This design comes from an exercise in tuning for small area, a short achievable clock period and few clock cycles on the open sky130 flow, not from production work.
The RTL was checked by simulation tests, not by an equivalence proof against the original design.
Power is estimated from default activity; no workload was simulated.

## garnet
// tlv_digest_list_validator
module tlv_digest_list_validator (
	input  logic        clk,
	input  logic        arst_n,
	input  logic        s_axis_tvalid,
	output logic        s_axis_tready,
	input  logic [39:0] s_axis_tdata,   
	input  logic        s_axis_tuser,   
	output logic        m_axis_tvalid,
	input  logic        m_axis_tready,
	output logic [15:0] m_axis_tdata,   
	output logic [2:0]  m_axis_tuser,   
	output logic        m_axis_tlast    
);
export LEC_CHECK = 0
export CAP_MARGIN = 20
export CORE_MARGIN = 2
export CORE_UTILIZATION = 40
export SETUP_SLACK_MARGIN = 3.4
export SLEW_MARGIN = 20
create_clock -name core_clock -period 6.0 [get_ports {clk}]
standard.sh (not shown) runs the stock make flow with config.mk's settings and CLKGATE_MAP_FILE= SYNTH_SCRIPT=/design/flow/synth_recipe.tcl, a recipe that flattens the netlist after the stock synthesis.
==> flow/flow/run.sh <==
#!/bin/bash
# Standard layout with two changes: the port buffers are the smallest plain buffer instead
# of the delay buffer buffer_ports picks by default (repair may still upsize them), and the
# clock tree is built from smaller buffers without dummy loads.
set -o pipefail
export BUFFER_PORTS_ARGS="-buffer_cell sky130_fd_sc_hd__buf_1"
export CTS_ARGS="-sink_clustering_enable -repair_clock_nets -buf_list sky130_fd_sc_hd__clkbuf_4 -dont_use_dummy_load"
bash standard.sh > standard.log 2>&1
Testbench counts of garnet, summed over its fixed seeds: cycles 61,216.
#### Input delta (zinc over garnet)
# garnet
export LEC_CHECK = 0
export CAP_MARGIN = 20
export CORE_MARGIN = 2
export CORE_UTILIZATION = 40
export SETUP_SLACK_MARGIN = 3.4
export SLEW_MARGIN = 20
create_clock -name core_clock -period 6.0 [get_ports {clk}]
# zinc
export LEC_CHECK = 0
export CAP_MARGIN = 20
export CORE_MARGIN = 2
export CORE_UTILIZATION = 30
export SETUP_SLACK_MARGIN = 3.3
export SLEW_MARGIN = 20
create_clock -name core_clock -period 6.0 [get_ports {clk}]
[summary]
For share of final layout cell area taken by clock buffers and inverters, garnet and zinc come out practically identical. ~same final critical delay including setup and external delays in zinc and garnet. Overall fraction of global-route tracks in use, zinc and garnet: lower on zinc. Total CTS buffers essentially unchanged between garnet and zinc. zinc vs garnet, placer's final routability congestion estimate went down by 1.1%. zinc reports a higher wire length of the first global-routing pass than garnet does. Routed wire in zinc totals more than in garnet.

---

== job 7894 ==
tlv_digest_list_validator, a different RTL version from the one above (not shown whole).
Size: roughly 920 cells after synthesis, roughly 67 I/O pins, roughly 8900 µm² of cells after synthesis.
Settings: LEC_CHECK=0, CAP_MARGIN=20, CORE_MARGIN=2, CORE_UTILIZATION=40, SETUP_SLACK_MARGIN=2.6, SLEW_MARGIN=20; clock period 6.0 ns.
run.sh (not shown) runs the stock make flow with config.mk's settings and CLKGATE_MAP_FILE= SYNTH_SCRIPT=/design/flow/synth_recipe.tcl, a recipe that flattens the netlist after the stock synthesis.
Stock flow here: none of the scripts above is used.
Per the final summary, job 7894 finished and its layout is clean on timing, DRC and antenna.
Testbench counts of job 7894, summed over its fixed seeds: cycles 61,216.
--- input diff job 7894..job 8110 ---
Settings: SETUP_SLACK_MARGIN removed (was 2.6).
Findings:
Each of the runs, namely job 7894 and job 8110, reached the end of the flow and came out clean. Routed wire length: job 7894 vs job 8110, no meaningful difference. On cell area after layout, job 8110 does better than job 7894. Job 8110 against job 7894: final antenna diode count barely changed; switching portion of total power dropped 1.7 points; total internal power climbed 0.17 mW; number of global-route vias before repair dropped about 1%. Slowest cell on the critical path: or4_1 -> job 8110, clkdlybuf4s50_1 -> job 7894.
The following lists how job 6236 was set up differently from job 8110:
Settings: an added SETUP_SLACK_MARGIN of 3.1.
### Flow results
Job 6236 reached the final stage; the timing, design-rule and antenna checks on its layout passed. Job 6236 vs. job 8110: post-route cell area went up by 680 µm². Diff job 8110 -> job 6236: final worst slack went up; global-route usage went up; total via count after detailed routing went up; clock-buffer cell count went up; max-slew headroom at the worst pin went down.

separate check: timing with driven ports:
How much do the figures lean on ideal ports? The routed layouts below were timed once more, with nothing changed but the port constraints. Step 1: set_driving_cell puts a clkbuf_16 on clk and a buf_2 on each other input, an assumption about the parent block. Step 2 moves the port delays by t, midway between the first and last clock arrival at a register: inputs arrive t later, outputs are due t later. That takes back most of the time a late clock gives input paths. a / b / c = ideal / step 1 / step 2; a / b = the first two.
run	t (ns)	slack for setup (ns)	worst hold slack (ns)	latest minus earliest clock arrival (ns)	pins driven straight from the clock port
garnet	0.571	3.283 / 3.262 / 2.820	0.519 / 0.519 / 0.519	0.032 / 0.033	1
zinc	0.561	3.283 / 3.261 / 2.860	0.528 / 0.528 / 0.528	0.030 / 0.030	1
job 7894	0.470	2.746 / 2.717 / 2.281	0.515 / 0.515 / 0.515	0.013 / 0.013	1
job 8110	0.465	2.229 / 2.255 / 1.790	0.531 / 0.531 / 0.531	0.012 / 0.012	1
job 6236	0.461	3.125 / 3.020 / 2.559	0.530 / 0.530 / 0.530	0.007 / 0.008	1
After both steps setup and hold are still met in every run listed. The setup slack of job 6236, which loses most, moves by -0.105 ns with the drivers and by -0.566 ns with both steps.
